This is an optimization exercise on Yosys and OpenROAD, whose aim is small area, not a production implementation.
In this exercise RTL edits were held to simulation tests only and were not proved equivalent to the original.

`design/flow/config.mk`:
```
export PLATFORM = sky130hd
export DESIGN_NAME = custom_instr_accum_unit
export DESIGN_NICKNAME = custom_instr_accum_unit
export VERILOG_FILES = /design/flow/design.v
export SDC_FILE = /design/flow/constraint.sdc
export NUM_CORES = 4
export LEC_CHECK = 0
export CAP_MARGIN = 20
export CORE_MARGIN = 2
export CORE_UTILIZATION = 40
export SLEW_MARGIN = 20
```
`design/flow/constraint.sdc`:
```
create_clock -name core_clock -period 10.0 [get_ports {clk}]
set_input_delay 2.0000 -clock core_clock [delete_from_list [all_inputs] [get_ports {clk}]]
set_output_delay 2.0000 -clock core_clock [all_outputs]
set_load 0.01 [all_outputs]
```
`design/flow/design.v`:
```
package custom_instr_accum_pkg;
  localparam logic [4:0] CUSTOM_0 = 5'b00010;
  typedef enum logic [2:0] {
    MINOR_LOAD     = 3'd0,
    MINOR_ADD      = 3'd1,
    MINOR_READ     = 3'd2,
    MINOR_SUB      = 3'd3,
    MINOR_MAC      = 3'd4,
    MINOR_CLEAR    = 3'd5,
    MINOR_READCLR  = 3'd6,
    MINOR_RESERVED = 3'd7
  } minor_op_e;
  localparam int unsigned IDX_W = 16;
  typedef logic [IDX_W-1:0] hid_t;
  typedef logic [IDX_W-1:0] sel_t;
  typedef struct packed {
    logic               sat;
    logic signed [127:0] val;
  } sat_res_t;
  function automatic sat_res_t sat_add(input logic signed [127:0] a,
                                       input logic signed [127:0] b,
                                       input int unsigned         w);
    logic signed [127:0] sum;
    logic signed [127:0] max_v;
    logic signed [127:0] min_v;
    sat_res_t            r;
    sum   = a + b;
    max_v = $signed((128'd1 << (w - 1)) - 128'd1);
    min_v = -max_v - 128'sd1;
    r.sat = 1'b0;
    r.val = sum;
    if (sum > max_v) begin
      r.sat = 1'b1;
      r.val = max_v;
    end else if (sum < min_v) begin
      r.sat = 1'b1;
      r.val = min_v;
    end
    sat_add = r;
  endfunction
endpackage
module custom_instr_accum_pipe #(
  parameter int unsigned LATENCY = 1,
  parameter int unsigned WIDTH   = 32
) (
  input  logic             clk_i,
  input  logic             rst_ni,
  input  logic             vld_i,
  input  logic [WIDTH-1:0] dat_i,
  output logic             vld_o,
  output logic [WIDTH-1:0] dat_o
);
  logic [LATENCY-1:0]            vld_q;
  logic [LATENCY-1:0][WIDTH-1:0] dat_q;
  always_ff @(posedge clk_i or negedge rst_ni) begin
    if (!rst_ni) begin
      vld_q <= '0;
      dat_q <= '0;
    end else begin
      vld_q[0] <= vld_i;
      dat_q[0] <= dat_i;
      for (int i = 1; i < int'(LATENCY); i++) begin
        vld_q[i] <= vld_q[i-1];
        dat_q[i] <= dat_q[i-1];
      end
    end
  end
  assign vld_o = vld_q[LATENCY-1];
  assign dat_o = dat_q[LATENCY-1];
endmodule
module custom_instr_accum_unit #(
  parameter int unsigned       HART_COUNT     = 2,
  parameter int unsigned       ACC_COUNT      = 4,
  parameter int unsigned       DATA_W         = 32,
  parameter int unsigned       RESULT_LATENCY = 1,
  parameter logic [DATA_W-1:0] DEFAULT_RESULT = 32'hdeadbeef,
  localparam int unsigned      HID_W = (HART_COUNT > 1) ? $clog2(HART_COUNT) : 1,
  localparam int unsigned      SEL_W = (ACC_COUNT > 1) ? $clog2(ACC_COUNT) : 1
) (
  input  logic              clk,
  input  logic              rst,
  input  logic              valid_in,
  input  logic [HID_W-1:0]  hid_in,
  input  logic [4:0]        major_opcode_in,
  input  logic [2:0]        minor_opcode_in,
  input  logic [DATA_W-1:0] op1_in,
  input  logic [DATA_W-1:0] op2_in,
  input  logic [31:0]       imm_in,
  input  logic [6:0]        funct7_in,
  output logic [DATA_W-1:0] result_out,
  output logic [15:0]       illegal_count_out
);
  logic [DATA_W-1:0] acc_q [HART_COUNT][ACC_COUNT];
  logic [15:0]       illegal_cnt_q, illegal_cnt_d;
  custom_instr_accum_pkg::minor_op_e         minor;
  logic [SEL_W-1:0]  sel;
  logic              hid_ok, sel_ok, accept, illegal;
  logic [DATA_W-1:0] acc_old, acc_new;
  logic              wr_en, clr_all, rd_en;
  logic              pipe_vld;
  logic [DATA_W-1:0] pipe_dat;
  logic              unused_imm;
  assign minor      = custom_instr_accum_pkg::minor_op_e'(minor_opcode_in);
  assign sel        = imm_in[SEL_W-1:0];
  assign unused_imm = ^imm_in;
  assign hid_ok     = custom_instr_accum_pkg::hid_t'(hid_in) < custom_instr_accum_pkg::hid_t'(HART_COUNT);
  assign sel_ok     = custom_instr_accum_pkg::sel_t'(sel) < custom_instr_accum_pkg::sel_t'(ACC_COUNT);
  assign accept     = valid_in && (major_opcode_in == custom_instr_accum_pkg::CUSTOM_0) && hid_ok;
  assign illegal    = (minor == custom_instr_accum_pkg::MINOR_RESERVED) || (funct7_in != 7'd0);
  assign acc_old    = sel_ok ? acc_q[hid_in][sel] : '0;
  logic [DATA_W-1:0] prod_lo;
  assign prod_lo = op1_in * op2_in;
  always_comb begin
    acc_new = acc_old;
    wr_en   = 1'b0;
    clr_all = 1'b0;
    rd_en   = 1'b0;
    if (accept && !illegal && sel_ok) begin
      unique case (minor)
        custom_instr_accum_pkg::MINOR_LOAD: begin
          wr_en   = 1'b1;
          acc_new = op1_in;
        end
        custom_instr_accum_pkg::MINOR_ADD: begin
          wr_en = 1'b1;
          acc_new = acc_old + op2_in;
        end
        custom_instr_accum_pkg::MINOR_SUB: begin
          wr_en = 1'b1;
          acc_new = acc_old - op2_in;
        end
        custom_instr_accum_pkg::MINOR_MAC: begin
          wr_en = 1'b1;
          acc_new = acc_old + prod_lo;
        end
        custom_instr_accum_pkg::MINOR_READ: rd_en = 1'b1;
        custom_instr_accum_pkg::MINOR_CLEAR: begin
          clr_all = 1'b1;
        end
        custom_instr_accum_pkg::MINOR_READCLR: begin
          rd_en   = 1'b1;
          wr_en   = 1'b1;
          acc_new = '0;
        end
        default: ;
      endcase
    end
  end
  always_ff @(posedge clk or negedge rst) begin
    if (!rst) begin
      for (int h = 0; h < int'(HART_COUNT); h++)
        for (int a = 0; a < int'(ACC_COUNT); a++)
          acc_q[h][a] <= '0;
    end else if (clr_all) begin
      for (int a = 0; a < int'(ACC_COUNT); a++)
        acc_q[hid_in][a] <= '0;
    end else if (wr_en) begin
      acc_q[hid_in][sel] <= acc_new;
    end
  end
  always_comb begin
    illegal_cnt_d = illegal_cnt_q;
    if (accept && illegal && (illegal_cnt_q != 16'hffff))
      illegal_cnt_d = illegal_cnt_q + 16'd1;
  end
  always_ff @(posedge clk or negedge rst) begin
    if (!rst) illegal_cnt_q <= '0;
    else      illegal_cnt_q <= illegal_cnt_d;
  end
  custom_instr_accum_pipe #(
    .LATENCY (RESULT_LATENCY),
    .WIDTH   (DATA_W)
  ) u_pipe (
    .clk_i  (clk),
    .rst_ni (rst),
    .vld_i  (rd_en),
    .dat_i  (acc_old),
    .vld_o  (pipe_vld),
    .dat_o  (pipe_dat)
  );
  assign result_out        = pipe_vld ? pipe_dat : DEFAULT_RESULT;
  assign illegal_count_out = illegal_cnt_q;
endmodule
```
`design/flow/run.sh`:
```
#!/bin/bash
# synth_recipe.tcl (not shown) runs the flow's synth.tcl, then flattens the netlist and writes it again
# the make line also repeats each setting of config.mk as NAME=value (left out here)
make -C /OpenROAD-flow-scripts/flow DESIGN_CONFIG=/design/flow/config.mk WORK_HOME=/design/flow/orfs CLKGATE_MAP_FILE= SYNTH_SCRIPT=/design/flow/synth_recipe.tcl finish
```
==> summary.txt <==
status timing/DRC/antenna clean; Hold Fails Final Rpt 0; Sink Count 305; total die area about 85,000 µm²; vias per cell 5.321; Worst Hold Class reg2reg; ANT nets after route 0; Yosys top cell by area fa_1; Syn Inst Count 3,630; Max transition margin 28.70%; vias 26,020; Crit path required time 10.42 ns; H-tree depth 1; hpwl dp 76,810 µm; Post-Syn Area per Cell 9.070 µm²; drt initial violations roughly 1,900; design area 37,780 µm²; # hold bufs at CTS 0; Die X 290.9 µm; Boundary Pins 163; max cap viols 0; YS warnings 3; WS Path Type in2reg; Tcrit/Tclk final about 96%; Clk pin slew, worst setup/hold paths 0.06 ns; FF-to-FF setup slack 1.92 ns; CP endpoint kind flip-flop; Mapped Area 32,920 µm²; vias in the first global route around 27,000; critical-path maximum fanout 10; Post-Route WL between 100,000 and 150,000 µm; syn nets 4,341; Final setup viols 0; maximum clock path buffer count 3; commonest non-fill, non-tap cell in the layout inv_1; I/O Buffers 132; Post-synth EDFFs 0; Cells on Worst Hold Path 2; R2R Path End acc_q[0][29]$_DFFE_PN0P_; drt pass-1 iters 9; Cell Area, Placed between 30,000 and 40,000 µm²; fraction of registers with async set/reset 100.0%; area of the core 81,850 µm²; slew at the pin closest to its max-slew limit 1.070 ns; Worst setup startpoint hid_in[0]; largest net degree at the start of global routing ~110; Worst Skew around 0.02 ns; NumNets Final 4,506; global-route wire length before repair 160,900 µm; largest cells by area after synthesis fa_1 (27%), dfrtp_1 (23%), inv_1 (6.2%), ha_1 (6.0%), nand2_1 (5.2%); Worst path slowest cell fa_1; Period minus WS final 9.592 ns; Main synth FF type dfrtp_1; wire per inst about 21 µm; Critical Path Start Type primary input; hold slack 0.4671 ns; total gr overflow 0; initial antenna violation count 8; routability cong. 0.9030; post-synth top area share 26.69%; Layout area overhead 14.76%; TritonCTS Buffers 29; Final Max Tran Viols 0; Reg-to-Reg Start acc_q[3][23]$_DFFE_PN0P_; FF-to-FF path depth 29; fraction of final layout cells sized beyond drive strength 1 10.22%; most frequent cells in the layout inv_1 (543), nand2_1 (458), fa_1 (439); Crit path arrival time between 10 and 15 ns; CTS tree done; highest clock rate approximately 0.10 GHz; Worst-Skew Late Latency between 0.5 and 0.6 ns; Worst path max stage delay 0.57 ns; GRT Overall Usage approximately 24%; Initial Util 40.22%; Post-route DRC 0; CP Capture Point acc_q[0][29]$_DFFE_PN0P_; sequential-to-total area share from yosys stat between 20 and 25%; Netlist cell types 75; RSZ-0062 raised after global routing false; Die Y-Extent 290.9 µm; synthesis-stage register bit count about 310; Crit path top cell by count fa_1; Placement Rows 105; Root Driver clkbuf_16; fin util ~46%
-- logic make-up (layout without fill, tap and decap cells) --
group,after synthesis,after routing,share of synthesized area [%]
XOR/XNOR,157,157,4.177
AND/OR/NAND/NOR,1143,1143,16.60
buffers and inverters,772,959,8.878
adder cells (fa/ha/maj),596,596,32.66
flip-flops,305,305,23.18
multiplexers,111,111,4.488
other,0,3,0
AO/OA/AOI/OAI,546,546,10.01
-- synth_stat cells (all sizes together) (6+ instances only) --
master	instances
mux2i	34
or3	14
nor3	20
a31oi	10
a21o	15
o221a	7
xor2	57
a211oi	18
nand3	137
a221oi	15
buf	25
a21oi	119
xnor2	100
o21a	17
o211ai	6
clkbuf	201
a21boi	8
nand2b	40
mux2	53
nor4	7
nand4	11
ha	157
nor2	156
dfrtp	305
o21ai	255
fa	439
o31ai	8
inv	543
o21bai	8
mux4	24
and2	273
o22ai	16
nor2b	6
nand2	460
-- flip-flops by register name, indices dropped and copies added (netlist names) --
| register | flops |
|---|---|
| acc_q | 256 |
| u_pipe.vld_q | 1 |
| u_pipe.dat_q | 32 |
| illegal_cnt_q | 16 |
-- worst min-delay path by stage --
stage | slack [ns] | end | from
finish | 0.47 | acc_q[5][5]$_DFFE_PN0P_ | acc_q[5][5]$_DFFE_PN0P_
global route | 0.49 | acc_q[1][12]$_DFFE_PN0P_ | acc_q[1][12]$_DFFE_PN0P_
CTS | 0.47 | acc_q[5][12]$_DFFE_PN0P_ | acc_q[5][12]$_DFFE_PN0P_
detailed placement | 0.45 | acc_q[5][12]$_DFFE_PN0P_ | acc_q[5][12]$_DFFE_PN0P_
global placement | 0.45 | acc_q[5][5]$_DFFE_PN0P_ | acc_q[5][5]$_DFFE_PN0P_
floorplan | 0.43 | acc_q[6][12]$_DFFE_PN0P_ | acc_q[6][12]$_DFFE_PN0P_
-- cell type report --
cell class	count	area, µm²
flip-flops and latches	305	7632
multi-input cells	2553	22410
inverters	546	2049
diodes	3	7.507
fillers	7952	44060
clock buffers	38	829.5
well taps	1070	1339
repair buffers	360	3329
clock inverters	15	183.9
-- per-stage QoR --
step           setup WS (ns)  setup TNS [ns]  std cells
2_1_floorplan        0.01409               0       3630
3_3_place_gp         -0.1387          -1.897       4833
3_5_place_dp         -0.1733          -3.953       4833
4_1_cts               0.3771               0       4886
5_1_grt              0.08363               0       4887
6_report              0.4085               0       4890
-- routing by layer --
layer | GRT usage [%] | up-vias | wire, µm
li1 | - | 11830 | -
met1 | 34.87 | 13180 | 45340
met2 | 39.24 | 862 | 46130
met3 | 3.573 | 140 | 7373
met4 | 5.914 | 8 | 2409
met5 | 0 | - | 48
-- what timing repair did --
item | 4_1_cts | 5_1_grt
buffers inserted | 0 | 0
setup endpoints to repair | 0 | 22
hold endpoints to repair | 0 | 0
resized for setup | 0 | 3
-- worst max-delay path, delay by kind of cell --
kind | cells | cell delay (ns)
buffers and inverters | 9 | 0.92
and+or+nand+nor | 3 | 0.64
muxes | 1 | 0.10
AOI/OAI and AO/OA | 10 | 1.93
adders and majority gates | 9 | 4.42

-- static timing again, ports no longer ideal --
No port has a modelled driver above. Below, the same layout with a new extraction and two added sets of constraints.
Step 1: set_driving_cell puts a clkbuf_16 on clk and a buf_2 on each other input, an assumption about the parent block.
Step 2 also shifts input and output timing later by t, the mid clock arrival at the registers, as if the neighbouring blocks saw the same clock.
Three values: ideal, step 1, step 2; two values: the first two.
t, ns: 0.611
setup slack, ns: 0.408 / 0.425 / -0.186
worst hold slack (ns): 0.467 / 0.467 / 0.467
worst setup path after step 2: input to register
worst data-port slew with drivers (ns): 0.15
Met with ideal ports but missed after step 2: setup timing in this run. The setup slack of this run moves by +0.017 ns with the drivers and by -0.594 ns with both steps.
